From an optimization exercise on the open Yosys and OpenROAD flow, aimed at small area; shortcuts taken in it are not production practice.
Only simulation tests tie the RTL to the original design; equivalence was not proved.
Power figures rest on the tool's default switching activity, not on a simulated workload.

<file path="flow/design.v">
package fqs_pkg;
   localparam int DEPTH  = 16;
   localparam int DATA_W = 32;
   localparam int POS_W  = $clog2(DEPTH);
   localparam int CNT_W  = $clog2(DEPTH + 1);
   localparam logic signed [DATA_W-1:0] NONE_VALUE = -1;
   typedef enum logic [2:0] {
      CMD_ENQUEUE = 3'd0,
      CMD_DEQUEUE = 3'd1,
      CMD_FIND    = 3'd2,
      CMD_READ    = 3'd3,
      CMD_CLEAR   = 3'd4
   } cmd_type;
   typedef enum logic [2:0] {
      ST_OK        = 3'd0,
      ST_EMPTY     = 3'd1,
      ST_NOT_FOUND = 3'd2,
      ST_RANGE     = 3'd3,
      ST_FULL      = 3'd4
   } status_type;
   typedef struct packed {
      logic shift;
      logic load;
   } cell_ctrl_type;
endpackage
module fqs_cell (
   input  logic                                clock,
   input  logic                                shift,
   input  logic signed [fqs_pkg::DATA_W-1:0]   shift_value,
   input  logic signed [fqs_pkg::DATA_W-1:0]   key,
   output logic signed [fqs_pkg::DATA_W-1:0]   value,
   output logic                                hit
);
   logic signed [fqs_pkg::DATA_W-1:0] value_ff;
   always_ff @(posedge clock) begin
      if (shift) begin
         value_ff <= shift_value;
      end
   end
   assign value = value_ff;
   assign hit   = (value_ff == key);
endmodule
module fifo_queue_with_search_core (
   input  logic                clock,
   input  logic                reset,
   input  logic                req_valid,
   output logic                req_stall,
   input  logic [2:0]          req_command,
   input  logic signed [31:0]  req_item_value,
   input  logic [4:0]          req_position,
   output logic                rsp_valid,
   input  logic                rsp_stall,
   output logic [2:0]          rsp_status,
   output logic signed [31:0]  rsp_read_value,
   output logic [3:0]          rsp_found_position,
   output logic [4:0]          rsp_entry_count,
   output logic                rsp_is_empty_flag
);
   localparam int DEPTH = fqs_pkg::DEPTH;
   localparam int POS_W = fqs_pkg::POS_W;
   localparam int CNT_W = fqs_pkg::CNT_W;
   logic                               accept;
   logic [CNT_W-1:0]                   count_ff;
   logic [CNT_W-1:0]                   count_in;
   logic [POS_W-1:0]                   last;
   logic                               enq_ok;
   logic                               is_empty;
   logic                               is_full;
   logic signed [fqs_pkg::DATA_W-1:0]  cell_value [DEPTH];
   logic [DEPTH-1:0]                   cell_hit;
   logic [DEPTH-1:0]                   live_hit;
   logic [POS_W-1:0]                   found_slot;
   logic                               rsp_valid_ff;
   logic                               rsp_valid_in;
   fqs_pkg::status_type                status_ff;
   fqs_pkg::status_type                status_in;
   logic [POS_W-1:0]                   rd_slot_ff;
   logic [POS_W-1:0]                   rd_slot_in;
   logic                               rd_none_ff;
   logic                               rd_none_in;
   logic [POS_W-1:0]                   found_ff;
   logic [POS_W-1:0]                   found_in;
   logic                               found_hit;
   assign req_stall = rsp_valid_ff & rsp_stall;
   assign accept    = req_valid & ~req_stall;
   assign is_empty  = (count_ff == '0);
   assign is_full   = count_ff[CNT_W-1];
   assign last      = count_ff[POS_W-1:0] - POS_W'(1);
   genvar gi;
   generate
      for (gi = 0; gi < DEPTH; gi++) begin : g_cell
         localparam logic [CNT_W-1:0] IDX = gi;
         logic signed [fqs_pkg::DATA_W-1:0] below;
         if (gi == 0) begin : g_first
            assign below = req_item_value;
         end else begin : g_rest
            assign below = cell_value[gi-1];
         end
         assign live_hit[gi] = cell_hit[gi] & (IDX < count_ff);
         fqs_cell u_cell (
            .clock       (clock),
            .shift       (enq_ok),
            .shift_value (below),
            .key         (req_item_value),
            .value       (cell_value[gi]),
            .hit         (cell_hit[gi])
         );
      end
   endgenerate
   always_comb begin
      logic [7:0] h8;
      logic [3:0] h4;
      logic [1:0] h2;
      found_slot[3] = |live_hit[15:8];
      h8            = found_slot[3] ? live_hit[15:8] : live_hit[7:0];
      found_slot[2] = |h8[7:4];
      h4            = found_slot[2] ? h8[7:4] : h8[3:0];
      found_slot[1] = |h4[3:2];
      h2            = found_slot[1] ? h4[3:2] : h4[1:0];
      found_slot[0] = h2[1];
   end
   always_comb begin
      enq_ok     = 1'b0;
      count_in   = count_ff;
      status_in  = fqs_pkg::ST_OK;
      found_hit  = 1'b0;
      rd_slot_in = last;
      rd_none_in = is_empty;
      if (accept) begin
         unique case (req_command)
            fqs_pkg::CMD_ENQUEUE: begin
               if (is_full) begin
                  status_in = fqs_pkg::ST_FULL;
               end else begin
                  enq_ok     = 1'b1;
                  count_in   = count_ff + CNT_W'(1);
                  rd_slot_in = count_ff[POS_W-1:0];
               end
            end
            fqs_pkg::CMD_DEQUEUE: begin
               if (is_empty) begin
                  status_in = fqs_pkg::ST_EMPTY;
               end else begin
                  count_in = count_ff - CNT_W'(1);
               end
            end
            fqs_pkg::CMD_FIND: begin
               if (|live_hit) begin
                  found_hit = 1'b1;
               end else begin
                  status_in = fqs_pkg::ST_NOT_FOUND;
               end
            end
            fqs_pkg::CMD_READ: begin
               rd_slot_in = last - req_position[POS_W-1:0];
               if (CNT_W'(req_position) >= count_ff) begin
                  status_in  = fqs_pkg::ST_RANGE;
                  rd_none_in = 1'b1;
               end
            end
            fqs_pkg::CMD_CLEAR: begin
               count_in = '0;
            end
            default: begin
            end
         endcase
      end
      found_in = found_hit ? ~found_slot : POS_W'(0) - count_in[POS_W-1:0];
   end
   always_comb begin
      priority if (accept) begin
         rsp_valid_in = 1'b1;
      end else if (rsp_stall) begin
         rsp_valid_in = rsp_valid_ff;
      end else begin
         rsp_valid_in = 1'b0;
      end
   end
   always_ff @(posedge clock) begin
      if (reset) begin
         count_ff     <= '0;
         rsp_valid_ff <= 1'b0;
      end else begin
         count_ff     <= count_in;
         rsp_valid_ff <= rsp_valid_in;
      end
   end
   always_ff @(posedge clock) begin
      if (accept) begin
         status_ff  <= status_in;
         rd_slot_ff <= rd_slot_in;
         rd_none_ff <= rd_none_in;
         found_ff   <= found_in;
      end
   end
   assign rsp_valid          = rsp_valid_ff;
   assign rsp_status         = status_ff;
   assign rsp_read_value     = rd_none_ff ? fqs_pkg::NONE_VALUE : cell_value[rd_slot_ff];
   assign rsp_found_position = count_ff[POS_W-1:0] + found_ff;
   assign rsp_entry_count    = count_ff;
   assign rsp_is_empty_flag  = is_empty;
endmodule
</file>
<file path="flow/flow/run.sh">
#!/bin/bash
# Layout flow: the standard ORFS flow (standard.sh), with these changes:
#  - the input and output ports are buffered with plain buf cells (buf_2 on
#    inputs, buf_1 on outputs) instead of the delay buffer buffer_ports picks;
#  - the buffers ABC inserted are removed at floorplan, so repair_design
#    buffers the nets that need it after placement;
#  - repair_design after placement may not use the largest buffers;
#  - CTS adds no dummy loads to balance the clock tree.
# Every tool's output goes to the ORFS logs under orfs/logs, and make's own
# output to standard.log in this folder.
set -euo pipefail
FLOW_DIR=$(cd "$(dirname "$0")" && pwd)
export DONT_BUFFER_PORTS=1
export PRE_GLOBAL_PLACE_TCL=$FLOW_DIR/buffer_ports.tcl
export PRE_RESIZE_TCL=$FLOW_DIR/resize_cells.tcl
export REMOVE_ABC_BUFFERS=1
export CTS_ARGS="-sink_clustering_enable -repair_clock_nets -buf_list sky130_fd_sc_hd__clkbuf_16 -sink_clustering_size 30 -sink_clustering_max_diameter 70 -dont_use_dummy_load"
bash standard.sh > standard.log 2>&1
</file>
<file path="flow/config.mk">
export PLATFORM = sky130hd
export DESIGN_NAME = fifo_queue_with_search_core
export DESIGN_NICKNAME = fifo_queue_with_search_core
export VERILOG_FILES = /design/flow/design.v
export SDC_FILE = /design/flow/constraint.sdc
export NUM_CORES = 4
export LEC_CHECK = 0
export CAP_MARGIN = 20
export CORE_MARGIN = 2
export CORE_UTILIZATION = 52
export GPL_TIMING_DRIVEN = 0
export SETUP_SLACK_MARGIN = 0.3
export SLEW_MARGIN = 20
</file>
<file path="flow/flow/buffer_ports.tcl">
# Buffer every input (but the clock) and every output port.
buffer_ports -inputs -buffer_cell sky130_fd_sc_hd__buf_2
buffer_ports -outputs -buffer_cell sky130_fd_sc_hd__buf_1
</file>
<file path="flow/flow/resize_cells.tcl">
# Keep repair_design to small buffers.
set_dont_use {sky130_fd_sc_hd__buf_6 sky130_fd_sc_hd__buf_8 sky130_fd_sc_hd__buf_12 sky130_fd_sc_hd__buf_16 sky130_fd_sc_hd__bufbuf_8 sky130_fd_sc_hd__bufbuf_16 sky130_fd_sc_hd__bufinv_8 sky130_fd_sc_hd__bufinv_16 sky130_fd_sc_hd__clkbuf_8 sky130_fd_sc_hd__clkbuf_16}
</file>
<file path="flow/standard.sh">
#!/bin/bash
# synth_recipe.tcl (not shown) runs the flow's synth.tcl, then flattens the netlist and writes it again
# the make line also repeats each setting of config.mk as NAME=value (left out here)
make -C /OpenROAD-flow-scripts/flow DESIGN_CONFIG=/design/flow/config.mk WORK_HOME=/design/flow/orfs CLKGATE_MAP_FILE= SYNTH_SCRIPT=/design/flow/synth_recipe.tcl "${@:-finish}"
</file>
<file path="flow/constraint.sdc">
create_clock -name core_clock -period 5.0 [get_ports {clock}]
set_input_delay 1.0000 -clock core_clock [delete_from_list [all_inputs] [get_ports {clock}]]
set_output_delay 1.0000 -clock core_clock [all_outputs]
set_load 0.01 [all_outputs]
</file>
==> summary.txt, run 1 <==
remaining antenna violation count after routing=0; Sink Count=530; Cells after DPL=2688; startpoint types=flip-flop; DRC Markers=0; clk slew on worst S/H paths=0.09 ns; Hold Crit Endpoint=g_cell[3].u_cell.value_ff[6]; Final nets=2115; R2R Path Start=rsp_valid_ff; Vias/cell=6.95; Critical Path RT=4.00 ns; row count=82; htree depth=2; initial antenna violation count=3; Min Hold Slack=0.485 ns; Period minus WS final=4.50 ns; reg2reg setup slack=0.82 ns; Die Y=approximately 230 µm; post-synth top area share=60.2%; Clk Latency, worst-skew pair=between 0.6 and 0.7 ns; final hold viol count=0; core area=49900 µm²; number of global-route vias before repair=17500; Ports=91; area leader, netlist=edfxtp_1; Hold Path Depth=0; final instance area=28300 µm²; VDD IR-drop max=0.000220 V; largest net degree at the start of global routing=27; Design Power=0.00874 W; die footprint=52100 µm²; # fillers=4188; post-DP HPWL=81.0 mm; DIE WIDTH=228 µm; CP endpoint kind=output port; Setup Skew=0.0738 ns; area grow syn2layout=8.40%; Post-synth top cells=524 x edfxtp_1, 328 x xnor2_1, 192 x xor2_1; FFs w/ async S/R, synth=0%; routability cong.=roughly 1.0; Hold/Removal Path Class=flip-flop to flip-flop; post-synthesis cell area=26100 µm²; initial drt markers=3414; fin. max-slew vios=0; Synth Flop Type=edfxtp_1; status=complete, no violations; TritonRoute pass-1 iters=8; fin crit share=90.0%; Seq/Total Area, Yosys=60.7%; Most Used Layer, Global Route=met2; Unique masters post-synth=58; placed cell area=between 20000 and 30000 µm²; #FFs+latches synth=530; layout cell share with drive strength beyond 1=10.9%; Slew @ Worst Pin=around 1.1 ns; Worst EP arrival=3.50 ns; Post-synth EDFFs=524; PwrDens=308 nW/µm²; DR WL/cell=37.9 µm; worst rel slew slack=between 20 and 30%; met2 Use GR=between 50% and 60%; M1 GR Usage=54.1%; top-count cell post-synth=edfxtp_1; CTS tree=yes; IO buf count=90; cells after synthesis=1940; hold path startpoint=g_cell[2].u_cell.value_ff[6]; R2R depth=12; RSZ-0062 raised after global routing=no; FF-to-FF End=g_cell[11].u_cell.value_ff[24]; via count=18900; Max Buffers Root-to-Sink=3; first-pass GRT wire length=between 100 and 150 mm; CP max FO=8; Achievable Freq=0.222 GHz; GRT Total Usage=between 30% and 40%; cts bufs inserted=35; Mean Syn Cell Area=approximately 13 µm²; Max-cap violations=0; synth top area cells=edfxtp_1 60%, xnor2_1 11%, xor2_1 6.4%; Initial Util=52.4%; total gr overflow=0; Leakage=8.87 nW; critical setup path kind=flip-flop to output port; DRT Wirelength=just over 100 mm; Layout Cells excl Fill=about 2700; met3 usage=9.31%; Final Setup Violations=0; Ys Warns=3; root buf cell=clkbuf_16
[cell families (layout without fill, tap and decap cells)]
logic type	Yosys count	count (layout)	share of synthesized area, %
and+or+nand+nor	371	371	8.29
muxes	2	2	0.0766
other	0	4	0
adders and majority gates	18	18	0.919
DFF	530	530	60.7
buffers and inverters	146	257	2.94
xor gates and xnor gates	521	521	17.5
AOI/OAI and AO/OA	352	352	9.61
[stage by stage]
stage / setup TNS (ns) / setup slack, ns / utilization [%]
global route: 0 / 0.385 / 56.8
global placement: - / -47.59 / 53.5
detailed placement: -0.549 / -0.0502 / 55.0
finish: 0 / 0.499 / 56.8
floorplan: - / -33.06 / -
CTS: 0 / 0.543 / 56.8
[per-layer routing]
metal	vias up	wire length (µm)
met5	-	126
met4	4	6540
met3	276	12100
met2	1469	44800
met1	9578	39700
li1	7620	-
[power by group]
| group | internal [W] | switching, W | total (W) | leakage [nW] |
|---|---|---|---|---|
| clock | 0.00125 | 0.00152 | 0.00277 | 0.431 |
| sequential | 0.00492 | 0.0000732 | 0.00499 | 4.80 |
| combinational | 0.000285 | 0.000691 | 0.000976 | 3.64 |
| total | 0.00645 | 0.00228 | 0.00874 | 8.87 |
[sequential cells by signal (all words and copies together) (netlist names)]
| register | count |
|---|---|
| rsp_valid_ff | 1 |
| found_ff | 4 |
| status_ff | 3 |
| g_cell.u_cell.value_ff | 512 |
| rd_slot_ff | 4 |
| rd_none_ff | 1 |
| count_ff | 5 |
[placed cells by master, fill, tap and decap left out, types with 6 or more instances in the layout]
master and count:
nand4_1 133, buf_4 30, nor4_1 54, nand3_1 36
nor3_2 6, o21ai_0 18, xnor2_1 328, buf_1 47
nor2_1 23, inv_1 16, ha_1 16, a22o_1 22
a22oi_1 183, nand2_1 17, clkbuf_16 35, nand2b_1 41
nor2_4 9, buf_2 128, xor2_1 192, o22ai_1 34
a221oi_1 23, edfxtp_1 524, dfxtp_1 6, nor3_1 23
a21oi_1 48
[final cells by class]
cell class,count,area (µm²),share of cell area (%)
flip-flops and latches,530,15900,56.0
multi-input cells,1264,9640,34.0
repair buffers,205,1040,3.68
clock buffers,35,876,3.09
well taps,672,841,2.97
inverters,17,63.8,0.225
diodes,4,10.0,0.0353
[how the worst max path moves through the flow]
stage / from / endpoint / slack (ns) / depth (start not counted)
2_1_floorplan: rsp_stall / g_cell[0].u_cell.value_ff[0] / -33.06 / 3
3_3_place_gp: rsp_stall / g_cell[0].u_cell.value_ff[24] / -47.59 / 4
3_5_place_dp: req_command[1] / g_cell[14].u_cell.value_ff[24] / -0.05 / 12
4_1_cts: req_command[1] / g_cell[11].u_cell.value_ff[24] / 0.54 / 12
5_1_grt: req_command[1] / g_cell[8].u_cell.value_ff[14] / 0.39 / 12
6_report: rd_slot_ff[3] / rsp_read_value[18] / 0.50 / 10
[critical path, stage by stage, from the launching register on]
cell and delay, ns:
edfxtp_1 0.53, nand2b_1 0.37, nor3_2 0.64, buf_2 0.38
buf_2 0.31, a22o_1 0.17, a221oi_1 0.05, nand3_1 0.10
o22ai_1 0.11, nand2b_1 0.11, buf_1 0.15
[repair_timing]
| action | CTS | global route |
|---|---|---|
| gates resized for setup | 0 | 1 |
| setup buffers | 0 | 0 |
| setup endpoints to repair | 0 | 11 |
| hold buffers | 0 | 0 |
==> run 2: changes to the inputs <==
--- a/flow/config.mk
+++ b/flow/config.mk
@@ -9,3 +9,3 @@
 export CORE_MARGIN = 2
-export CORE_UTILIZATION = 52
+export CORE_UTILIZATION = 45
 export GPL_TIMING_DRIVEN = 0
==> run 2 against run 1 <==
Compared with the run above:
- count of clock-buffer cells in the layout shrank 4
- utilization fell by 7.5 points
- via count is 1.5% lower
- critical path type unchanged
- non-clock buffer count up 7
- first-iteration DRC count is 3.7% higher
- clock skew shrank 0.025 ns
- register-to-register slack is essentially flat
- highest routed layer unchanged
- fmax decreased by 3.5%
==> summary.txt, run 2 <==
status=complete, no violations; Mean Syn Cell Area=between 10 and 15 µm²; CP max FO=8; clk slew on worst S/H paths=around 0.1 ns; Slew @ Worst Pin=1.19 ns; RSZ-0062 raised after global routing=no; largest net degree at the start of global routing=28; htree depth=1; cell chain of the critical path=nand2_1 -> nor3_4 -> buf_2 -> buf_2 -> buf_4 -> a22oi_1 -> nand4_1 -> o22ai_1 -> nand2b_1 -> buf_1; initial antenna violation count=2; area grow syn2layout=8.61%; fin. max-slew vios=0; final hold viol count=0; post-DP HPWL=80.9 mm; Vias/cell=6.62; final setup margin=about 0.34 ns; Ports=91; DR WL/cell=36.7 µm; Unique masters post-synth=58; #FFs+latches synth=530; switching fraction of total power=26.2%; DIE WIDTH=245 µm; most frequent cells in the layout=524 x edfxtp_1, 328 x xnor2_1, 192 x xor2_1; commonest non-fill, non-tap cell in the layout=edfxtp_1; Die Y=between 200 and 250 µm; startpoint types=flip-flop; number of global-route vias before repair=17500; Final Setup Violations=0; ant diodes=0; Sink Count=530; Net Switching=0.00224 W; CTS tree=yes; initial drt markers=3542; PwrDens=301 nW/µm²; Setup Skew=0.0483 ns; CP endpoint kind=output port; reg2reg setup slack=approximately 0.83 ns; pre-CTS setup slack=-0.0228 ns; Slowest-stage cell, CP=edfxtp_1; Ys Warns=3; TritonRoute pass-1 iters=7; GRT Total Usage=34.1%; Min Hold Slack=0.479 ns; layout cell share with drive strength beyond 1=11.0%; Sequential Power Share=58.4%; Max Buffers Root-to-Sink=3; Post-CTS Hold Buffers=0; total gr overflow=0; Achievable Freq=0.214 GHz; fin crit share=93.3%; Max-cap violations=0; P_int=0.00630 W; first-pass GRT wire length=142 mm; core area=~58000 µm²; cts bufs inserted=31; worst rel slew slack=19.7%; DRC Markers=0; routability cong.=1.08; Post-synth top cells=524 x edfxtp_1, 328 x xnor2_1, 192 x xor2_1; Period minus WS final=approximately 4.7 ns; family with the most delay on the worst path=buffers and inverters; biggest regs=g_cell.u_cell.value_ff: 512 flops, count_ff: 5 flops; critical setup path kind=flip-flop to output port; Initial Util=45.4%; row count=88; FFs w/ async S/R, synth=0%; CP bufs+invs=4; Biggest register=g_cell.u_cell.value_ff; post-synthesis cell area=26100 µm²; Hold/Removal Path Class=flip-flop to flip-flop; max reg flops=512; cells after synthesis=between 1500 and 2000; DRT Wirelength=104 mm; Clk Latency, worst-skew pair=approximately 0.63 ns; CP dominant cell by count=buf_2; Design Power=~0.0085 W; Post-synth EDFFs=524; via count=18700; Leakage=8.88 nW; synth top area cells=edfxtp_1 60%, xnor2_1 11%, xor2_1 6.4%; IO buf count=90; Worst EP arrival=between 3 and 4 ns; CP peak stage delay=0.59 ns; Synth Flop Type=edfxtp_1; die footprint=60000 µm²; Comb power frac=about 12%; Final nets=2118; top-count cell post-synth=edfxtp_1; Seq/Total Area, Yosys=60.7%; root buf cell=clkbuf_16; Critical Path RT=approximately 4.0 ns; Clk pwr share=30.1%; VDD IR-drop max=just under 0.0003 V; area leader, netlist=edfxtp_1; post-synth top area share=60.2%; remaining antenna violation count after routing=0
## run 2: layout make-up
class                      instances  area, µm²
timing repair buffer             212       1080
fill                            4992      29200
clock buffer                      31        776
tap                              765        957
multi-input combinational       1264       9650
inverter                          17       63.8
sequential                       530      15900
## run 2: final timing paths
kind                                                     from                             to  depth (start not counted)
worst max-delay path                            rd_slot_ff[3]             rsp_read_value[31]                         10
worst min-delay path            g_cell[1].u_cell.value_ff[10]  g_cell[2].u_cell.value_ff[10]                          0
worst max register to register                   rsp_valid_ff  g_cell[1].u_cell.value_ff[26]                         12
worst min register to register  g_cell[1].u_cell.value_ff[10]  g_cell[2].u_cell.value_ff[10]                          0
## run 2: power by group through the flow
stage	combinational, W	clock [W]	sequential, W
floorplan	0.000435	0	0.00518
global placement	0.000917	0	0.00524
detailed placement	0.000938	0	0.00509
CTS	0.000945	0.00256	0.00499
global route	0.00100	0.00270	0.00500
finish	0.000982	0.00257	0.00499
## run 2: timing repair
| action | CTS | global route |
|---|---|---|
| hold endpoints to repair | 0 | 0 |
| endpoints found under the setup margin | 11 | 9 |
| gates resized for setup | 2 | 3 |
| gates cloned | 0 | 0 |
| pin swaps | 1 | 1 |
| buffers inserted | 1 | 5 |
## run 2: cell families after synthesis
logic type	Yosys count	share of synthesized area (%)
and+or+nand+nor	371	8.29
DFF	530	60.7
xor gates and xnor gates	521	17.5
buffers and inverters	146	2.94
muxes	2	0.0766
adders and majority gates	18	0.919
AOI/OAI and AO/OA	352	9.61
## run 2: metal layers
layer / vias to the layer above / share of wire [%] / global-route usage, %
met2: 1437 / 43 / 51.0
met1: 9368 / 38 / 46.6
met3: 233 / 12 / 7.77
li1: 7616 / - / -
met5: - / 0.030 / 0
met4: 4 / 6.5 / 17.7
## run 2: per-stage QoR
stage	std cells	cell area (µm²)	util (%)	setup TNS, ns
after global routing	2819	28400	49.3	0
final	2819	28400	49.3	0
after global placement	2666	26800	46.5	-
after floorplan	1811	25400	-	-
after CTS	2814	28300	49.2	0
after detailed placement	2782	27500	47.8	-0.182
==> run 3: changes to the inputs <==
--- a/flow/config.mk
+++ b/flow/config.mk
@@ -11,2 +11,3 @@
 export GPL_TIMING_DRIVEN = 0
+export PLACE_DENSITY = 0.8
 export SETUP_SLACK_MARGIN = 0.3
==> run 3 against run 2 <==
Compared with the run above:
- still clean on timing, DRC and antenna
- utilization decreased by 0.15 points
- register-to-register slack about the same
- cell area decreased by 0.30%
- sequential share of layout area rose by 0.17 points
- flip-flop and latch count is the same
- critical path depth shrank 2
- sequential power about the same
- clock skew increased by 0.014 ns
- critical path type unchanged
==> summary.txt, run 3 <==
Post-synth top cells=524 x edfxtp_1, 328 x xnor2_1, 192 x xor2_1; Sink Count=530; Setup Skew=0.0618 ns; Period minus WS final=~4.7 ns; routability cong.=1.10; RSZ-0062 raised after global routing=no; FF-to-FF End=g_cell[4].u_cell.value_ff[12]; DR WL/cell=~35 µm; GRT Total Usage=32.5%; first-pass GRT wire length=137 mm; Fin Setup TNS=0 ns; Slew @ Worst Pin=around 1.3 ns; Layout Cells excl Fill=2811; root buf cell=clkbuf_16; CTS tree=yes; DIE WIDTH=245 µm; # fillers=4973; initial drt markers=about 3800; commonest non-fill, non-tap cell in the layout=edfxtp_1; via count=19000; cts bufs inserted=31; Max Buffers Root-to-Sink=3; #FFs+latches synth=530; fin crit share=94.1%; Setup crit start=rd_slot_ff[0]; Synth Flop Type=edfxtp_1; max reg flops=512; Achievable Freq=0.213 GHz; area leader, netlist=edfxtp_1; synth top area cells=edfxtp_1 60%, xnor2_1 11%, xor2_1 6.4%; cells after synthesis=roughly 1900; Initial Util=45.4%; worst rel slew slack=15.3%; Seq/Total Area, Yosys=60.7%; die footprint=60000 µm²; Ys Warns=3; largest net degree at the start of global routing=33; layout cell share with drive strength beyond 1=10.4%; placed cell area=27500 µm²; crit path to=rsp_read_value[19]; DRC Markers=0; critical setup path kind=flip-flop to output port; TritonRoute pass-1 iters=7; Post-synth EDFFs=524; DRT Wirelength=99.3 mm; Hold/Removal Path Class=flip-flop to flip-flop; R2R depth=13; area grow syn2layout=8.29%; core area=57600 µm²; FFs w/ async S/R, synth=0%; Cells after DPL=around 2800; pre-CTS setup slack=0.0584 ns; row count=88; IO buf count=90; Min Hold Slack=around 0.47 ns; status=complete, no violations; initial antenna violation count=5; Unique masters post-synth=58; Die Y=roughly 240 µm; CP max FO=17; CP endpoint kind=output port; biggest regs=g_cell.u_cell.value_ff: 512 flops, count_ff: 5 flops; R2R Path Start=rsp_valid_ff; Critical Path RT=4.00 ns; reg2reg setup slack=0.82 ns; most frequent cells in the layout=524 x edfxtp_1, 328 x xnor2_1, 192 x xor2_1; htree depth=1; Ports=91; Leakage=between 8 and 9 nW; post-synthesis cell area=26100 µm²; Biggest register=g_cell.u_cell.value_ff; number of global-route vias before repair=17600; Vias/cell=6.74; Worst EP arrival=~3.7 ns; remaining antenna violation count after routing=0; final setup margin=0.296 ns; final hold viol count=0; Clk Latency, worst-skew pair=0.66 ns; Final Setup Violations=0; startpoint types=flip-flop; top-count cell post-synth=edfxtp_1; VDD IR-drop max=about 0.00029 V; Max-cap violations=0; post-DP HPWL=between 70 and 80 mm; post-synth top area share=between 60% and 70%; final instance area=28300 µm²; PwrDens=300 nW/µm²; Final nets=2106; fin. max-slew vios=0; clk slew on worst S/H paths=0.11 ns; Mean Syn Cell Area=13.5 µm²; total gr overflow=0
==> run 3: cell count changes in the layout (fill, tap and decap cells not counted), sizes merged <==
cell / change
buf: -12
diode: +4
==> run 3: critical path: stages (launching register included) <==
cell      delay, ns
edfxtp_1       0.56
nand2b_1       0.40
nor2_4         0.77
buf_4          0.49
a22oi_1        0.20
nand4_1        0.20
o22ai_1        0.15
nand2b_1       0.13
buf_1          0.16
==> run 3: report_power, final <==
part	leakage, nW	internal (W)	switching (W)	total (W)
Clock	0.382	0.00109	0.00145	0.00254
Combinational	3.62	0.000283	0.000683	0.000966
Sequential	4.80	0.00492	0.0000740	0.00499
Total	8.81	0.00630	0.00220	0.00850
==> run 3: timing repair <==
item                                    in CTS  in global routing
pin swaps                                    0                  3
hold buffers                                 0                  0
endpoints found under the setup margin       8                  8
buffers inserted                             0                  4
gates resized for setup                      2                  0
==> run 3: kinds of logic (layout without fill, tap and decap cells) <==
family          count (synthesis)  after routing  synth area share (%)
compound gates                352            352                  9.61
xor+xnor                      521            521                  17.5
fa+ha+maj                      18             18                 0.919
buf+inv                       146            248                  2.94
flops                         530            530                  60.7
mux                             2              2                0.0766
other cells                     0              4                     0
simple gates                  371            371                  8.29
==> run 3: metrics by stage <==
| stage | power, W | utilization, % |
|---|---|---|
| final | 0.00850 | 49.1 |
| after global routing | 0.00862 | 49.1 |
| after CTS | 0.00842 | 49.1 |
| after detailed placement | 0.00600 | 47.7 |
| after global placement | 0.00612 | 46.5 |
| after floorplan | 0.00561 | - |
==> run 3: layer usage <==
metal  wire (µm)  vias to the layer above  track usage (%)  part of all wire (%)
li1            -                     7606                -                     -
met1       34400                     9152             42.7                    35
met2       41100                     1817             46.7                    41
met3       15400                      375             10.6                    16
met4        8380                        6             20.1                   8.4
met5          39                        -                0                 0.039
==> run 3: worst min-delay path by stage <==
stage | startpoint | to | slack (ns) | depth (start not counted)
finish | g_cell[7].u_cell.value_ff[5] | g_cell[8].u_cell.value_ff[5] | 0.47 | 0
global route | g_cell[7].u_cell.value_ff[5] | g_cell[8].u_cell.value_ff[5] | 0.50 | 0
CTS | g_cell[10].u_cell.value_ff[19] | g_cell[11].u_cell.value_ff[19] | 0.48 | 0
detailed placement | g_cell[14].u_cell.value_ff[1] | g_cell[15].u_cell.value_ff[1] | 0.48 | 0
global placement | g_cell[12].u_cell.value_ff[6] | g_cell[13].u_cell.value_ff[6] | 0.48 | 0
floorplan | g_cell[10].u_cell.value_ff[23] | g_cell[11].u_cell.value_ff[23] | 0.47 | 0
==> run 3: cell type report <==
class	instances	area, µm²	share of cell area (%)
repair buffers	200	997	3.52
flip-flops and latches	530	15900	56.0
diodes	4	10.0	0.0354
inverters	17	63.8	0.225
multi-input cells	1264	9640	34.1
well taps	765	957	3.38
clock buffers	31	776	2.74
==> run 4: changes to the inputs <==
--- a/flow/config.mk
+++ b/flow/config.mk
@@ -9,5 +9,5 @@
 export CORE_MARGIN = 2
-export CORE_UTILIZATION = 45
+export CORE_UTILIZATION = 60
 export GPL_TIMING_DRIVEN = 0
-export PLACE_DENSITY = 0.8
+export PLACE_DENSITY = 0.75
 export SETUP_SLACK_MARGIN = 0.3
==> run 4 against run 3 <==
Compared with the run above:
- still clean on timing, DRC and antenna
- non-clock buffer count is the same
- cell area shrank 0.46%
- total power grew 2.6%
- worst hold slack lost 0.0078 ns
- combinational power is essentially flat
- largest cell class unchanged
==> summary.txt, run 4 <==
status=complete, no violations; cell chain of the critical path=buf_2 -> or3_1 -> nor3_4 -> buf_2 -> buf_2 -> buf_2 -> buf_2 -> buf_2 -> clkbuf_4 -> buf_2 -> buf_2 -> buf_2; total gr overflow=0; switching fraction of total power=26.0%; cells after synthesis=1940; Biggest register=g_cell.u_cell.value_ff; Max-cap violations=0; final instance area=28200 µm²; Post-synth top cells=524 x edfxtp_1, 328 x xnor2_1, 192 x xor2_1; Sink Count=530; Sequential Power Share=57.2%; FFs w/ async S/R, synth=0%; biggest regs=g_cell.u_cell.value_ff: 512 flops, count_ff: 5 flops; Unique masters post-synth=58; clk slew on worst S/H paths=0.10 ns; largest net degree at the start of global routing=31; CTS tree=yes; row count=76; via count=about 19000; CP peak stage delay=slightly below 0.5 ns; Setup Skew=slightly below 0.08 ns; Hold/Removal Path Class=flip-flop to flip-flop; Initial Util=between 60% and 70%; DRC Markers=0; die footprint=45200 µm²; Ports=91; commonest non-fill, non-tap cell in the layout=edfxtp_1; fin. max-slew vios=0; Achievable Freq=0.217 GHz; Die Y=213 µm; Slew @ Worst Pin=1.20 ns; initial antenna violation count=2; area leader, netlist=edfxtp_1; P_int=about 0.0065 W; core area=43100 µm²; PwrDens=310 nW/µm²; RSZ-0062 raised after global routing=no; GRT Total Usage=44.4%; #FFs+latches synth=530; Final Setup Violations=0; Post-synth EDFFs=between 500 and 600; Critical Path RT=between 5 and 6 ns; CP dominant cell by count=buf_2; fin crit share=92.4%; max reg flops=512; htree depth=2; Hold Path Depth=0; Final nets=2110; post-synth top area share=between 60% and 70%; R2R depth=12; post-CTS setup buffer count=0; Leakage=between 8 and 9 nW; Synth Flop Type=edfxtp_1; area grow syn2layout=7.79%; reg2reg setup slack=0.73 ns; CP endpoint kind=flip-flop; Hold Crit Endpoint=g_cell[10].u_cell.value_ff[8]; final core utilization=65.4%; pre-CTS setup slack=-0.194 ns; Fin Setup TNS=0 ns; Net Switching=0.00227 W; DRT Wirelength=99.3 mm; top-count cell post-synth=edfxtp_1; Vias/cell=~7.3; IO buf count=90; FF-to-FF End=g_cell[4].u_cell.value_ff[6]; critical setup path kind=primary input to flip-flop; VDD IR-drop max=0.000245 V; Period minus WS final=4.62 ns; final hold viol count=0; routability cong.=1.09; TritonRoute pass-1 iters=7; startpoint types=primary input; worst rel slew slack=19.5%; Clk Latency, worst-skew pair=around 0.61 ns; synth top area cells=edfxtp_1 60%, xnor2_1 11%, xor2_1 6.4%; cts bufs inserted=35; Mean Syn Cell Area=13.5 µm²; hold path startpoint=g_cell[9].u_cell.value_ff[8]; Slowest-stage cell, CP=or3_1; most frequent cells in the layout=524 x edfxtp_1, 328 x xnor2_1, 192 x xor2_1; root buf cell=clkbuf_16; Min Hold Slack=0.465 ns; Worst EP arrival=4.86 ns; initial drt markers=approximately 3900; Max Buffers Root-to-Sink=3; placed cell area=27300 µm²; Ys Warns=3; CP max FO=12; remaining antenna violation count after routing=0; Seq/Total Area, Yosys=slightly above 60%; DIE WIDTH=213 µm; post-synthesis cell area=~26000 µm²; Comb power frac=11.1%; number of global-route vias before repair=17900; first-pass GRT wire length=~140 mm; layout cell share with drive strength beyond 1=10.6%; R2R Path Start=rsp_valid_ff; DR WL/cell=37.6 µm; final setup margin=around 0.38 ns; Clk pwr share=a little under a third; post-DP HPWL=76.1 mm
==> run 4: power groups by stage <==
stage | clock network (W) | registers (W) | logic (W)
3_5_place_dp | 0 | 0.00509 | 0.000913
4_1_cts | 0.00271 | 0.00499 | 0.000918
3_3_place_gp | 0 | 0.00524 | 0.000887
5_1_grt | 0.00285 | 0.00500 | 0.000974
2_1_floorplan | 0 | 0.00518 | 0.000435
6_report | 0.00276 | 0.00499 | 0.000967
==> run 4: kinds of logic (layout without fill, tap and decap cells) <==
family          after synthesis  count (layout)  synth area share (%)
fa+ha+maj                    18              18                 0.919
mux                           2               2                0.0766
simple gates                371             371                  8.29
xor+xnor                    521             521                  17.5
other cells                   0               6                     0
buf+inv                     146             252                  2.94
flops                       530             530                  60.7
compound gates              352             352                  9.61
==> run 4: critical path: cells and delay by family <==
kind                   cells  cell delay [ns]
AND/OR/NAND/NOR            2             0.83
buffers and inverters     10             2.98
==> run 4: area by class of cell <==
cell class / count / area, µm²
Antenna cell: 6 / 15.0
Clock buffer: 35 / 876
Fill cell: 3284 / 14900
Inverter: 17 / 63.8
Multi-Input combinational cell: 1264 / 9630
Sequential cell: 530 / 15900
Tap cell: 585 / 732
Timing Repair Buffer: 200 / 1000
==> run 4: how the worst max path moves through the flow <==
| stage | startpoint | to | slack (ns) |
|---|---|---|---|
| after global routing | req_command[1] | g_cell[1].u_cell.value_ff[6] | 0.31 |
| final | req_command[0] | g_cell[4].u_cell.value_ff[6] | 0.38 |
| after global placement | rsp_stall | g_cell[1].u_cell.value_ff[6] | -46.22 |
| after floorplan | rsp_stall | g_cell[0].u_cell.value_ff[0] | -33.06 |
| after CTS | req_command[1] | g_cell[4].u_cell.value_ff[6] | 0.39 |
| after detailed placement | req_command[1] | g_cell[1].u_cell.value_ff[6] | -0.19 |
==> run 4: stage by stage <==
| step | power (W) | instances |
|---|---|---|
| after floorplan | 0.00561 | 1811 |
| after global placement | 0.00613 | 2486 |
| after detailed placement | 0.00600 | 2596 |
| after CTS | 0.00862 | 2631 |
| after global routing | 0.00882 | 2631 |
| final | 0.00872 | 2637 |
==> run 4: timing repair <==
action	CTS	global route
hold buffers	0	0
gates resized for setup	0	2
setup endpoints to repair	0	19
==> run 4: per-layer routing <==
metal  routed length (µm)  global-route usage [%]  vias up  share of wire (%)
li1                     -                       -     7620                  -
met1                34700                    59.6     9337                 35
met2                40800                    62.2     1834                 41
met3                15200                    13.8      385                 15
met4                 8660                    29.8        0                8.7
met5                    0                   0.222        -                  0
==> run 5: changes to the inputs <==
--- a/flow/flow/run.sh
+++ b/flow/flow/run.sh
@@ -16,3 +16,3 @@
 export REMOVE_ABC_BUFFERS=1
-export CTS_ARGS="-sink_clustering_enable -repair_clock_nets -buf_list sky130_fd_sc_hd__clkbuf_16 -sink_clustering_size 30 -sink_clustering_max_diameter 70 -dont_use_dummy_load"
+export CTS_ARGS="-sink_clustering_enable -repair_clock_nets -buf_list sky130_fd_sc_hd__clkbuf_8 -sink_clustering_size 16 -sink_clustering_max_diameter 50 -dont_use_dummy_load"
 bash standard.sh > standard.log 2>&1
--- a/flow/config.mk
+++ b/flow/config.mk
@@ -9,5 +9,4 @@
 export CORE_MARGIN = 2
-export CORE_UTILIZATION = 60
+export CORE_UTILIZATION = 45
 export GPL_TIMING_DRIVEN = 0
-export PLACE_DENSITY = 0.75
 export SETUP_SLACK_MARGIN = 0.3
==> run 5 against run 4 <==
Compared with the run above:
- total power shrank 1.5%
- critical path depth shrank 4
- utilization shrank 16 points
==> summary.txt, run 5 <==
post-synthesis cell area=26100 µm²; PwrDens=about 300 nW/µm²; Max Buffers Root-to-Sink=3; DIE WIDTH=between 200 and 250 µm; Critical Path RT=4.00 ns; Slew @ Worst Pin=between 1 and 1.5 ns; fin. max-slew vios=0; post-DP HPWL=80.9 mm; first-pass GRT wire length=between 100 and 150 mm; DR WL/cell=36.5 µm; biggest regs=g_cell.u_cell.value_ff: 512 flops, count_ff: 5 flops; Leakage=around 9 nW; initial antenna violation count=3; area leader, netlist=edfxtp_1; Period minus WS final=about 4.6 ns; final hold viol count=0; Clk Latency, worst-skew pair=0.75 ns; IO buf count=90; remaining antenna violation count after routing=0; Setup crit start=rd_slot_ff[3]; hold path startpoint=g_cell[3].u_cell.value_ff[4]; startpoint types=flip-flop; status=complete, no violations; cells after synthesis=1940; Unique masters post-synth=58; Seq/Total Area, Yosys=60.7%; worst rel slew slack=19.7%; final core utilization=about half; Ys Warns=3; Hold/Removal Path Class=flip-flop to flip-flop; total gr overflow=0; final setup margin=0.377 ns; clk slew on worst S/H paths=0.08 ns; routability cong.=between 1 and 1.5; FFs w/ async S/R, synth=0%; RSZ-0062 raised after global routing=no; fin crit share=92.5%; Ports=91; placed cell area=between 20000 and 30000 µm²; top-count cell post-synth=edfxtp_1; Biggest register=g_cell.u_cell.value_ff; core area=57600 µm²; most frequent cells in the layout=524 x edfxtp_1, 328 x xnor2_1, 192 x xor2_1; R2R Path Start=rsp_valid_ff; TritonRoute pass-1 iters=6; Cells after DPL=2782; Mean Syn Cell Area=13.5 µm²; row count=88; area grow syn2layout=8.91%; Post-synth EDFFs=524; commonest non-fill, non-tap cell in the layout=edfxtp_1; Die Y=245 µm; Sink Count=between 500 and 600; Max-cap violations=0; #FFs+latches synth=530; Layout Cells excl Fill=2853; initial drt markers=3441; final instance area=28500 µm²; Achievable Freq=~0.22 GHz; DRT Wirelength=between 100 and 150 mm; critical setup path kind=flip-flop to output port; pre-CTS setup slack=-0.0228 ns; VDD IR-drop max=0.000188 V; number of global-route vias before repair=17800; htree depth=2; Vias/cell=6.63; Post-synth top cells=524 x edfxtp_1, 328 x xnor2_1, 192 x xor2_1; CP endpoint kind=output port; Final Setup Violations=0; layout cell share with drive strength beyond 1=12.3%; DRC Markers=0; Setup Skew=approximately 0.075 ns; via count=18900; Initial Util=roughly 45%; Worst EP arrival=between 3 and 4 ns; cts bufs inserted=60; Synth Flop Type=edfxtp_1; synth top area cells=edfxtp_1 60%, xnor2_1 11%, xor2_1 6.4%; root buf cell=clkbuf_8; largest net degree at the start of global routing=21; max reg flops=512; Min Hold Slack=0.447 ns; CTS tree=yes; Final nets=2149; GRT Total Usage=between 30% and 40%; die footprint=around 60000 µm²; post-synth top area share=60.2%; CP max FO=17
-- run 5: cell families after synthesis --
family          Yosys count  synth area share [%]
fa+ha+maj                18                 0.919
mux                       2                0.0766
compound gates          352                  9.61
buf+inv                 146                  2.94
flops                   530                  60.7
simple gates            371                  8.29
xor+xnor                521                  17.5
-- run 5: worst paths after layout --
| check | to | slack (ns) | depth (start not counted) |
|---|---|---|---|
| min | g_cell[4].u_cell.value_ff[4] | 0.45 | 0 |
| max reg2reg | g_cell[1].u_cell.value_ff[26] | 0.77 | 12 |
| max | rsp_read_value[15] | 0.38 | 8 |
| min reg2reg | g_cell[4].u_cell.value_ff[4] | 0.45 | 0 |
-- run 5: area by class of cell --
| class | count | area [µm²] |
|---|---|---|
| fillers | 5011 | 29100 |
| flip-flops and latches | 530 | 15900 |
| multi-input cells | 1264 | 9660 |
| repair buffers | 214 | 1100 |
| well taps | 765 | 957 |
| clock buffers | 60 | 826 |
| inverters | 17 | 63.8 |
| diodes | 3 | 7.51 |
-- run 5: what timing repair did --
action / 4_1_cts / 5_1_grt
resized for setup: 2 / 4
endpoints found under the setup margin: 12 / 13
pin swaps: 2 / 0
setup buffers: 2 / 6
hold buffers: 0 / 0
-- run 5: power by group --
part           total [W]  internal, W  switching [W]  leakage [nW]
registers        0.00499      0.00492      0.0000714          4.80
logic           0.000987     0.000290       0.000697          3.70
clock network    0.00261      0.00106        0.00156         0.431
total            0.00859      0.00627        0.00232          8.94
-- run 5: worst max-delay path, stage by stage (launching register included) --
cell and delay (ns):
edfxtp_1 0.58, nand2_1 0.33, nor2_4 0.77, buf_4 0.51, a22oi_1 0.18, nand4_1 0.14, o22ai_1 0.14, nand2b_1 0.13
buf_1 0.16
-- run 5: routing by layer --
layer,share of wire (%),wire length [µm],vias up,GRT usage (%)
met1,37,38700,9453,45.9
met5,0.025,26,-,0
met3,13,13200,320,8.93
li1,-,-,7677,-
met2,43,44700,1474,50.8
met4,7.3,7590,4,20.8
-- run 5: through the flow --
stage	total power [W]	setup TNS, ns
6_report	0.00859	0
5_1_grt	0.00874	0
4_1_cts	0.00855	0
3_5_place_dp	0.00603	-0.182
3_3_place_gp	0.00616	-
2_1_floorplan	0.00561	-
==> run 6: changes to the inputs <==
--- a/flow/flow/run.sh
+++ b/flow/flow/run.sh
@@ -16,3 +16,3 @@
 export REMOVE_ABC_BUFFERS=1
-export CTS_ARGS="-sink_clustering_enable -repair_clock_nets -buf_list sky130_fd_sc_hd__clkbuf_8 -sink_clustering_size 16 -sink_clustering_max_diameter 50 -dont_use_dummy_load"
+export CTS_ARGS="-sink_clustering_enable -repair_clock_nets -buf_list sky130_fd_sc_hd__clkbuf_16 -sink_clustering_size 34 -sink_clustering_max_diameter 75 -dont_use_dummy_load"
 bash standard.sh > standard.log 2>&1
==> run 6 against run 5 <==
Compared with the run above:
- critical path type unchanged
- largest cell class unchanged
- clock skew decreased by 0.022 ns
- clock power decreased by 2%
- utilization decreased by 0.13 points
- sequential share of layout area increased by 0.14 points
- die area unchanged
- non-clock buffer count decreased by 2
- global-route usage decreased by 0.37 points
==> summary.txt, run 6 <==
Biggest register=g_cell.u_cell.value_ff; startpoint types=flip-flop; layout cell share with drive strength beyond 1=11.0%; area grow syn2layout=8.63%; remaining antenna violation count after routing=0; Max-cap violations=0; number of global-route vias before repair=between 15000 and 20000; cells after synthesis=1940; Setup Skew=0.0530 ns; most frequent cells in the layout=524 x edfxtp_1, 328 x xnor2_1, 192 x xor2_1; Critical Path RT=4.00 ns; Ports=91; DRC Markers=0; CTS tree=yes; Period minus WS final=approximately 4.7 ns; area leader, netlist=edfxtp_1; P_int=roughly 0.0063 W; CP bufs+invs=5; Final Setup Violations=0; Clk pwr share=30.0%; routability cong.=1.08; CP dominant cell by count=buf_2; GRT Total Usage=34.1%; Post-synth EDFFs=524; Hold/Removal Path Class=flip-flop to flip-flop; Synth Flop Type=edfxtp_1; cts bufs inserted=31; Worst EP arrival=3.67 ns; max reg flops=between 500 and 600; Sink Count=530; worst rel slew slack=21.1%; Cells after DPL=2782; #FFs+latches synth=530; status=complete, no violations; Post-synth top cells=524 x edfxtp_1, 328 x xnor2_1, 192 x xor2_1; htree depth=1; placed cell area=27500 µm²; post-synthesis cell area=between 20000 and 30000 µm²; core area=57600 µm²; root buf cell=clkbuf_16; Final nets=2118; Leakage=8.88 nW; final instance area=28400 µm²; Slew @ Worst Pin=1.17 ns; Sequential Power Share=58.5%; DIE WIDTH=~240 µm; pre-CTS setup slack=-0.0228 ns; IO buf count=90; fin crit share=93.5%; Seq/Total Area, Yosys=60.7%; DR WL/cell=roughly 37 µm; final setup margin=0.327 ns; biggest regs=g_cell.u_cell.value_ff: 512 flops, count_ff: 5 flops; Clk Latency, worst-skew pair=0.64 ns; clk slew on worst S/H paths=0.10 ns; Achievable Freq=0.214 GHz; post-synth top area share=60.2%; Initial Util=45.4%; RSZ-0062 raised after global routing=no; CP endpoint kind=output port; die footprint=60000 µm²; Ys Warns=3; VDD IR-drop max=0.000293 V; commonest non-fill, non-tap cell in the layout=edfxtp_1; post-DP HPWL=80.9 mm; fin. max-slew vios=0; largest net degree at the start of global routing=30; cell chain of the critical path=nand2b_2 -> nor3_4 -> buf_2 -> buf_2 -> buf_2 -> buf_4 -> a22oi_1 -> nand4_1 -> o22ai_1 -> nand2b_1 -> buf_1; total gr overflow=0; CP peak stage delay=0.65 ns; Design Power=0.00853 W; critical setup path kind=flip-flop to output port; Net Switching=approximately 0.0022 W; Comb power frac=11.5%; row count=between 80 and 90; family with the most delay on the worst path=buffers and inverters; PwrDens=301 nW/µm²; first-pass GRT wire length=142 mm; TritonRoute pass-1 iters=8; CP max FO=8; Layout Cells excl Fill=2821; top-count cell post-synth=edfxtp_1; Mean Syn Cell Area=13.5 µm²; Unique masters post-synth=58; via count=18700; switching fraction of total power=a little over a quarter; Die Y=245 µm; initial drt markers=around 3500; final hold viol count=0; DRT Wirelength=103 mm; Vias/cell=6.62; FFs w/ async S/R, synth=0%; Slowest-stage cell, CP=edfxtp_1; Max Buffers Root-to-Sink=3; initial antenna violation count=3; synth top area cells=edfxtp_1 60%, xnor2_1 11%, xor2_1 6.4%; Fin Setup TNS=0 ns
run 6: repair_timing:
item | 4_1_cts | 5_1_grt
resized for setup | 2 | 3
endpoints found under the setup margin | 11 | 10
setup buffers | 1 | 5
hold buffers | 0 | 0
pin swaps | 1 | 1
run 6: per-stage QoR:
| step | util [%] | hold slack [ns] |
|---|---|---|
| final | 49.3 | 0.486 |
| after global routing | 49.3 | 0.501 |
| after CTS | 49.2 | 0.491 |
| after detailed placement | 47.8 | 0.483 |
| after global placement | 46.5 | 0.479 |
| after floorplan | - | 0.471 |
run 6: power groups by stage:
| stage | registers (W) | clock network [W] | logic, W |
|---|---|---|---|
| finish | 0.00499 | 0.00256 | 0.000982 |
| global route | 0.00500 | 0.00270 | 0.000999 |
| CTS | 0.00499 | 0.00255 | 0.000944 |
| detailed placement | 0.00509 | 0 | 0.000938 |
| global placement | 0.00524 | 0 | 0.000917 |
| floorplan | 0.00518 | 0 | 0.000435 |
run 6: final timing paths:
kind	endpoint	slack (ns)	from	cells past startpoint
max	rsp_read_value[27]	0.33	rd_slot_ff[0]	11
min	g_cell[3].u_cell.value_ff[17]	0.49	g_cell[2].u_cell.value_ff[17]	0
max reg2reg	g_cell[1].u_cell.value_ff[26]	0.84	rsp_valid_ff	12
min reg2reg	g_cell[3].u_cell.value_ff[17]	0.49	g_cell[2].u_cell.value_ff[17]	0
run 6: layer usage:
metal	global-route usage [%]	share of wire (%)	wire, µm	up-vias
met5	0	0.013	13	-
met4	16.9	6.1	6310	2
li1	-	-	-	7625
met1	46.8	38	39400	9434
met3	7.22	12	12200	221
met2	51.6	44	45500	1388
run 6: kinds of logic after synthesis:
logic type / synth area share [%]
AO/OA/AOI/OAI: 9.61
XOR/XNOR: 17.5
adder cells (fa/ha/maj): 0.919
buffers and inverters: 2.94
flip-flops: 60.7
multiplexers: 0.0766
AND/OR/NAND/NOR: 8.29
run 6: layout make-up:
cell class	instances	area, µm²
diodes	2	5.00
clock buffers	31	776
fillers	4991	29200
inverters	17	63.8
multi-input cells	1264	9650
flip-flops and latches	530	15900
well taps	765	957
repair buffers	212	1080
==> run 7: changes to the inputs <==
--- a/flow/flow/run.sh
+++ b/flow/flow/run.sh
@@ -2,4 +2,4 @@
 # Layout flow: the standard ORFS flow (standard.sh), with these changes:
-#  - the input and output ports are buffered with plain buf cells (buf_2 on
-#    inputs, buf_1 on outputs) instead of the delay buffer buffer_ports picks;
+#  - the input and output ports are buffered with plain buf_1 cells
+#    instead of the delay buffer buffer_ports picks;
 #  - the buffers ABC inserted are removed at floorplan, so repair_design
@@ -16,3 +16,3 @@
 export REMOVE_ABC_BUFFERS=1
-export CTS_ARGS="-sink_clustering_enable -repair_clock_nets -buf_list sky130_fd_sc_hd__clkbuf_16 -sink_clustering_size 34 -sink_clustering_max_diameter 75 -dont_use_dummy_load"
+export CTS_ARGS="-sink_clustering_enable -repair_clock_nets -buf_list sky130_fd_sc_hd__clkbuf_16 -sink_clustering_size 30 -sink_clustering_max_diameter 70 -dont_use_dummy_load"
 bash standard.sh > standard.log 2>&1
==> flow/flow/buffer_ports.tcl (replaced) <==
# Buffer every input (but the clock) and every output port.
buffer_ports -inputs -buffer_cell sky130_fd_sc_hd__buf_1
buffer_ports -outputs -buffer_cell sky130_fd_sc_hd__buf_1
==> run 7 against run 6 <==
Compared with the run above:
- combinational power up 0.4%
- fmax up 1.1%
- area after synthesis unchanged
- critical endpoint is now rsp_read_value[23]
==> summary.txt, run 7 <==
status=complete, no violations; cells after synthesis=1940; clk slew on worst S/H paths=0.08 ns; switching fraction of total power=a little over a quarter; CP peak stage delay=0.54 ns; initial antenna violation count=6; fin crit share=92.4%; hold path startpoint=g_cell[4].u_cell.value_ff[7]; Ys Warns=3; via count=18900; Cells after DPL=2789; total gr overflow=0; post-synth top area share=approximately three fifths; most frequent cells in the layout=524 x edfxtp_1, 328 x xnor2_1, 192 x xor2_1; #FFs+latches synth=530; Comb power frac=a little under an eighth; Sink Count=530; FFs w/ async S/R, synth=0%; Ports=91; htree depth=2; Mean Syn Cell Area=13.5 µm²; Vias/cell=about 6.7; Hold Path Depth=0; routability cong.=1.03; Final nets=about 2100; pre-CTS setup slack=-0.202 ns; Max Buffers Root-to-Sink=3; post-synthesis cell area=approximately 26000 µm²; FF-to-FF End=g_cell[14].u_cell.value_ff[26]; Hold/Removal Path Class=flip-flop to flip-flop; CP max FO=8; CP endpoint kind=output port; Post-synth top cells=524 x edfxtp_1, 328 x xnor2_1, 192 x xor2_1; Unique masters post-synth=58; area leader, netlist=edfxtp_1; Worst EP arrival=3.62 ns; Slowest-stage cell, CP=edfxtp_1; core area=between 50000 and 60000 µm²; R2R Path Start=rsp_valid_ff; cts bufs inserted=34; Net Switching=0.00227 W; Post-synth EDFFs=524; TritonRoute pass-1 iters=6; largest net degree at the start of global routing=29; CP dominant cell by count=buf_2; max reg flops=512; final hold viol count=0; DIE WIDTH=245 µm; startpoint types=flip-flop; reg2reg setup slack=1.01 ns; cell chain of the critical path=nand2b_1 -> nor3_4 -> buf_2 -> buf_2 -> buf_2 -> buf_4 -> a22oi_1 -> nand4_1 -> o22ai_1 -> nand2b_1 -> buf_1; die footprint=approximately 60000 µm²; VDD IR-drop max=0.000233 V; CP bufs+invs=5; critical setup path kind=flip-flop to output port; P_int=0.00642 W; final setup margin=0.378 ns; first-pass GRT wire length=144 mm; Final Setup Violations=0; row count=between 80 and 90; DRT Wirelength=approximately 110 mm; number of global-route vias before repair=17500; area grow syn2layout=9.01%; Critical Path RT=roughly 4 ns; remaining antenna violation count after routing=0; Sequential Power Share=57.4%; biggest regs=g_cell.u_cell.value_ff: 512 flops, count_ff: 5 flops; Max-cap violations=0; DR WL/cell=37.2 µm; Period minus WS final=4.62 ns; DRC Markers=0; GRT Total Usage=approximately a third; Slew @ Worst Pin=1.14 ns; initial drt markers=around 3400; final core utilization=49.5%; Seq/Total Area, Yosys=60.7%; RSZ-0062 raised after global routing=yes; Clk pwr share=31.3%; Die Y=245 µm; IO buf count=90; Initial Util=45.4%; worst rel slew slack=a little under a quarter; Post-CTS Hold Buffers=0; Synth Flop Type=edfxtp_1; fin. max-slew vios=0; CTS tree=yes; synth top area cells=edfxtp_1 60%, xnor2_1 11%, xor2_1 6.4%; family with the most delay on the worst path=buffers and inverters; Leakage=8.89 nW; PwrDens=about 310 nW/µm²; Setup Skew=0.0633 ns; Achievable Freq=0.216 GHz; post-DP HPWL=82.1 mm; Clk Latency, worst-skew pair=0.62 ns; Hold Crit Endpoint=g_cell[5].u_cell.value_ff[7]; top-count cell post-synth=edfxtp_1; layout cell share with drive strength beyond 1=10.5%; commonest non-fill, non-tap cell in the layout=edfxtp_1; Layout Cells excl Fill=2830; root buf cell=clkbuf_16; R2R depth=12; Biggest register=g_cell.u_cell.value_ff
==> run 7: cell counts after synthesis <==
No cell type changed its count.
==> run 7: power by group through the flow <==
stage          combinational, W  sequential, W  clock (W)
2_1_floorplan          0.000435        0.00518          0
3_3_place_gp           0.000921        0.00524          0
3_5_place_dp           0.000947        0.00509          0
4_1_cts                0.000952        0.00499    0.00271
5_1_grt                 0.00100        0.00500    0.00286
6_report               0.000986        0.00499    0.00272
==> run 7: layer usage <==
metal / wire [µm] / up-vias / GRT usage, %
li1: - / 7651 / -
met3: 12300 / 276 / 6.81
met4: 7030 / 8 / 18.9
met2: 45600 / 1466 / 51.6
met5: 51 / - / 0
met1: 40200 / 9474 / 48.1
==> run 7: through the flow <==
| stage | power (W) | area [µm²] | setup TNS (ns) | hold slack [ns] |
|---|---|---|---|---|
| after floorplan | 0.00561 | 25400 | - | 0.471 |
| after global placement | 0.00617 | 26700 | - | 0.481 |
| after detailed placement | 0.00604 | 27500 | -3.28 | 0.487 |
| after CTS | 0.00865 | 28400 | 0 | 0.474 |
| after global routing | 0.00886 | 28500 | 0 | 0.497 |
| final | 0.00870 | 28500 | 0 | 0.474 |
==> run 7: worst max path at each step <==
stage / from / slack [ns] / depth (start not counted) / end
final: rd_slot_ff[3] / 0.38 / 11 / rsp_read_value[23]
after global routing: req_command[0] / 0.30 / 12 / g_cell[14].u_cell.value_ff[26]
after global placement: rsp_stall / -47.67 / 4 / g_cell[0].u_cell.value_ff[22]
after detailed placement: req_command[0] / -0.20 / 12 / g_cell[13].u_cell.value_ff[26]
after CTS: req_command[0] / 0.40 / 12 / g_cell[14].u_cell.value_ff[26]
after floorplan: rsp_stall / -33.06 / 3 / g_cell[0].u_cell.value_ff[0]
==> run 7: kinds of logic after synthesis <==
logic type	count (synthesis)	share of synthesized area [%]
flops	530	60.7
xor+xnor	521	17.5
simple gates	371	8.29
compound gates	352	9.61
buf+inv	146	2.94
fa+ha+maj	18	0.919
mux	2	0.0766
==> run 7: area by class of cell <==
class,instances,area (µm²)
inverters,17,63.8
well taps,765,957
fillers,5057,29100
repair buffers,219,1130
flip-flops and latches,530,15900
clock buffers,34,851
diodes,1,2.50
multi-input cells,1264,9640
==> run 7: repair_timing <==
| item | in CTS | in global routing |
|---|---|---|
| setup buffers | 0 | 4 |
| gates resized for setup | 0 | 2 |
| endpoints found under the setup margin | 0 | 34 |
==> run 8: changes to the inputs <==
--- a/flow/design.v
+++ b/flow/design.v
@@ -82,3 +82,2 @@
    logic [POS_W-1:0]                   found_in;
-   logic                               found_hit;
    assign req_stall = rsp_valid_ff & rsp_stall;
@@ -110,12 +109,8 @@
    always_comb begin
-      logic [7:0] h8;
-      logic [3:0] h4;
-      logic [1:0] h2;
-      found_slot[3] = |live_hit[15:8];
-      h8            = found_slot[3] ? live_hit[15:8] : live_hit[7:0];
-      found_slot[2] = |h8[7:4];
-      h4            = found_slot[2] ? h8[7:4] : h8[3:0];
-      found_slot[1] = |h4[3:2];
-      h2            = found_slot[1] ? h4[3:2] : h4[1:0];
-      found_slot[0] = h2[1];
+      found_slot = '0;
+      for (int i = 0; i < DEPTH; i++) begin
+         if (live_hit[i]) begin
+            found_slot = POS_W'(i);
+         end
+      end
    end
@@ -125,3 +120,3 @@
       status_in  = fqs_pkg::ST_OK;
-      found_hit  = 1'b0;
+      found_in   = '0;
       rd_slot_in = last;
@@ -148,3 +143,3 @@
                if (|live_hit) begin
-                  found_hit = 1'b1;
+                  found_in = last - found_slot;
                end else begin
@@ -167,3 +162,2 @@
       end
-      found_in = found_hit ? ~found_slot : POS_W'(0) - count_in[POS_W-1:0];
    end
@@ -198,3 +192,3 @@
    assign rsp_read_value     = rd_none_ff ? fqs_pkg::NONE_VALUE : cell_value[rd_slot_ff];
-   assign rsp_found_position = count_ff[POS_W-1:0] + found_ff;
+   assign rsp_found_position = found_ff;
    assign rsp_entry_count    = count_ff;
--- a/flow/flow/run.sh
+++ b/flow/flow/run.sh
@@ -2,4 +2,4 @@
 # Layout flow: the standard ORFS flow (standard.sh), with these changes:
-#  - the input and output ports are buffered with plain buf_1 cells
-#    instead of the delay buffer buffer_ports picks;
+#  - the input and output ports are buffered with plain buf cells (buf_2 on
+#    inputs, buf_1 on outputs) instead of the delay buffer buffer_ports picks;
 #  - the buffers ABC inserted are removed at floorplan, so repair_design
==> flow/flow/buffer_ports.tcl (replaced) <==
# Buffer every input (but the clock) and every output port.
buffer_ports -inputs -buffer_cell sky130_fd_sc_hd__buf_2
buffer_ports -outputs -buffer_cell sky130_fd_sc_hd__buf_1
==> run 8 against run 7 <==
Compared with the run above:
- final cell count is 2.0% lower
- flip-flop and latch count unchanged
- clock power up 2%
- area after synthesis decreased by 0.59%
- die area is 0.59% lower
- critical endpoint is now found_ff[3]
- non-clock buffer count down 60
- still clean
- utilization is 0.26 points lower
- clock skew increased by 0.017 ns
- via count is 2.4% lower
- cell area shrank 0.91%
- combinational power up 17%
==> summary.txt, run 8 <==
status=complete, no violations; fin. max-slew vios=0; Leakage=8.97 nW; remaining antenna violation count after routing=0; Comb power frac=between 10% and 20%; Final Setup Violations=0; cell chain of the critical path=buf_2 -> xor2_1 -> nor4_1 -> nand4_1 -> or4_1 -> and4b_1 -> a21boi_0 -> ha_1 -> a21oi_1 -> xnor2_1 -> xnor2_1 -> nor2_1; Mean Syn Cell Area=approximately 13 µm²; RSZ-0062 raised after global routing=yes; #FFs+latches synth=530; Synth Flop Type=edfxtp_1; Vias/cell=around 6.6; Max Buffers Root-to-Sink=3; Initial Util=about 45%; Hold Path Depth=0; area grow syn2layout=8.67%; Period minus WS final=4.86 ns; biggest regs=g_cell.u_cell.value_ff: 512 flops, count_ff: 5 flops; Net Switching=0.00241 W; initial antenna violation count=6; Final nets=2068; CP endpoint kind=flip-flop; Achievable Freq=0.206 GHz; Min Hold Slack=around 0.48 ns; post-synthesis cell area=26000 µm²; post-synth top area share=approximately three fifths; Sequential Power Share=roughly 56%; startpoint types=primary input; family with the most delay on the worst path=simple AND/OR/NAND/NOR gates; CP dominant cell by count=xnor2_1; fin crit share=97.3%; PwrDens=~320 nW/µm²; CP max FO=17; Max-cap violations=0; max reg flops=512; first-pass GRT wire length=around 140 mm; FF-to-FF End=found_ff[3]; worst rel slew slack=between 20% and 30%; R2R Path Start=g_cell[2].u_cell.value_ff[24]; Fin Setup TNS=0 ns; most frequent cells in the layout=524 x edfxtp_1, 332 x xor2_1, 188 x xnor2_1; top-count cell post-synth=edfxtp_1; reg2reg setup slack=0.54 ns; Post-synth top cells=524 x edfxtp_1, 332 x xor2_1, 188 x xnor2_1; initial drt markers=3331; placed cell area=27300 µm²; Seq/Total Area, Yosys=between 60% and 70%; DRC Markers=0; TritonRoute pass-1 iters=6; final hold viol count=0; Setup Skew=0.0805 ns; Hold Crit Endpoint=g_cell[13].u_cell.value_ff[20]; total gr overflow=0; Clk Latency, worst-skew pair=0.61 ns; CP bufs+invs=1; critical setup path kind=primary input to flip-flop; Post-CTS Hold Buffers=0; layout cell share with drive strength beyond 1=around 8.9%; Ports=around 90; Slew @ Worst Pin=~1.1 ns; Worst EP arrival=5.17 ns; commonest non-fill, non-tap cell in the layout=edfxtp_1; clk slew on worst S/H paths=0.08 ns; IO buf count=90; R2R depth=14; final instance area=28200 µm²; die footprint=59700 µm²; DRT Wirelength=approximately 100 mm; FFs w/ async S/R, synth=0%; pre-CTS setup slack=-0.590 ns; VDD IR-drop max=0.000266 V; P_int=between 0.006 and 0.007 W; synth top area cells=edfxtp_1 61%, xor2_1 11%, xnor2_1 6.3%; Biggest register=g_cell.u_cell.value_ff; Ys Warns=3; DR WL/cell=36.7 µm; Layout Cells excl Fill=between 2000 and 3000; Die Y=244 µm; CTS tree=yes; switching fraction of total power=27.0%; GRT Total Usage=around 34%; via count=18400; Clk pwr share=a little under a third; hold path startpoint=g_cell[12].u_cell.value_ff[20]; core area=57400 µm²; routability cong.=1.03; post-DP HPWL=78.3 mm; cells after synthesis=1942; Slowest-stage cell, CP=nor4_1; largest net degree at the start of global routing=59; htree depth=2; DIE WIDTH=244 µm; cts bufs inserted=35; Cells after DPL=approximately 2700; number of global-route vias before repair=17300; Hold/Removal Path Class=flip-flop to flip-flop; area leader, netlist=edfxtp_1; row count=88; CP peak stage delay=approximately 0.91 ns; Unique masters post-synth=between 50 and 60; Critical Path RT=5.30 ns; Sink Count=530; root buf cell=clkbuf_16; Post-synth EDFFs=524; final setup margin=approximately 0.14 ns
run 8: changes by cell type after synthesis, sizes merged, moves of 5 or more:
cell	change
and3	+6
xnor2	-140
nand3	+10
o21ai	-8
nand4	-37
xor2	+139
a22oi	-5
nand2	+10
nor4	+31
run 8: final cells by class:
| type | count | area [µm²] |
|---|---|---|
| fillers | 5030 | 29100 |
| flip-flops and latches | 530 | 15900 |
| multi-input cells | 1263 | 9640 |
| well taps | 765 | 957 |
| clock buffers | 35 | 876 |
| repair buffers | 159 | 828 |
| inverters | 17 | 63.8 |
| diodes | 3 | 7.51 |
run 8: cell families after synthesis:
logic type               Yosys count  synth area share (%)
multiplexers                       1                0.0385
AO/OA/AOI/OAI                    347                  9.61
flip-flops                       530                  61.0
buffers and inverters            149                  2.58
adder cells (fa/ha/maj)           18                 0.925
XOR/XNOR                         520                  17.5
AND/OR/NAND/NOR                  377                  8.29
run 8: worst max-delay path by stage:
stage / start / to / slack (ns) / cells after the start
3_3_place_gp: req_command[0] / g_cell[4].u_cell.value_ff[19] / -14.33 / 3
4_1_cts: req_item_value[0] / found_ff[3] / 0.21 / 14
2_1_floorplan: req_command[1] / g_cell[0].u_cell.value_ff[0] / -9.16 / 2
6_report: req_item_value[5] / found_ff[3] / 0.14 / 12
3_5_place_dp: req_item_value[18] / found_ff[3] / -0.59 / 14
5_1_grt: req_item_value[31] / found_ff[3] / 0.09 / 15
run 8: repair_timing:
item                                    4_1_cts  5_1_grt
gates resized for setup                       5        5
pin swaps                                     0        1
buffers inserted                              0        1
endpoints found under the setup margin       25       56
hold endpoints to repair                      0        0
run 8: power groups by stage:
stage          Combinational (W)  Clock [W]  Sequential, W
2_1_floorplan           0.000530          0        0.00512
3_3_place_gp             0.00109          0        0.00517
3_5_place_dp             0.00111          0        0.00510
4_1_cts                  0.00112    0.00275        0.00500
5_1_grt                  0.00119    0.00290        0.00501
6_report                 0.00115    0.00277        0.00500
run 8: per-layer routing:
metal	wire, µm	part of all wire [%]	global-route usage (%)
met1	39100	38	46.2
met2	44700	44	50.6
met3	11600	11	7.40
met4	6290	6.2	17.1
met5	7	0.0069	0
run 8: worst reg2reg max path, stage by stage (launching register included):
cell	delay (ns)
edfxtp_1	0.43
xnor2_1	0.89
nand4_1	0.25
a21oi_1	0.33
and3_1	0.23
nor2_1	0.06
o311a_1	0.31
o311a_1	0.31
o311a_1	0.39
ha_1	0.32
a21o_1	0.15
a21oi_1	0.16
xnor2_1	0.15
xnor2_1	0.15
nor2_1	0.06
run 8: metrics by stage:
stage / power [W] / utilization, %
after floorplan: 0.00565 / -
after global placement: 0.00626 / 46.6
after detailed placement: 0.00621 / 47.5
after CTS: 0.00887 / 49.1
after global routing: 0.00910 / 49.2
final: 0.00892 / 49.2

## separate check: timing with driven ports
How much do the figures lean on ideal ports? The routed layouts below were timed once more, with nothing changed but the port constraints.
Step 1 assumes that a clkbuf_16 drives the clock port and a buf_2 every other input.
Step 2 times the ports against the registers' clock, not the clock port: input delays grow and output delays shrink by t, the midpoint of the rising clock arrivals with the driver on.
Three values: ideal ports, drivers, drivers and shift; two values: the first two.
| run | t, ns | slack for setup (ns) | latest minus earliest clock arrival (ns) | worst slew at a driven data input, ns |
|---|---|---|---|---|
| run 1 | 0.634 | 0.499 / 0.437 / -0.051 | 0.074 / 0.074 | 0.06 |
| run 2 | 0.674 | 0.337 / 0.271 / -0.096 | 0.063 / 0.063 | 0.06 |
| run 3 | 0.688 | 0.296 / 0.230 / -0.098 | 0.085 / 0.085 | 0.13 |
| run 4 | 0.623 | 0.382 / 0.371 / -0.202 | 0.092 / 0.092 | 0.08 |
| run 5 | 0.757 | 0.377 / 0.321 / -0.129 | 0.090 / 0.090 | 0.06 |
| run 6 | 0.672 | 0.327 / 0.264 / -0.085 | 0.070 / 0.070 | 0.06 |
| run 7 | 0.641 | 0.378 / 0.315 / -0.094 | 0.075 / 0.075 | 0.07 |
| run 8 | 0.623 | 0.137 / 0.130 / -0.493 | 0.090 / 0.090 | 0.10 |
Met with ideal ports but missed after step 2: setup timing in every run listed. The setup slack of run 8, which loses most, moves by -0.007 ns with the drivers and by -0.630 ns with both steps.
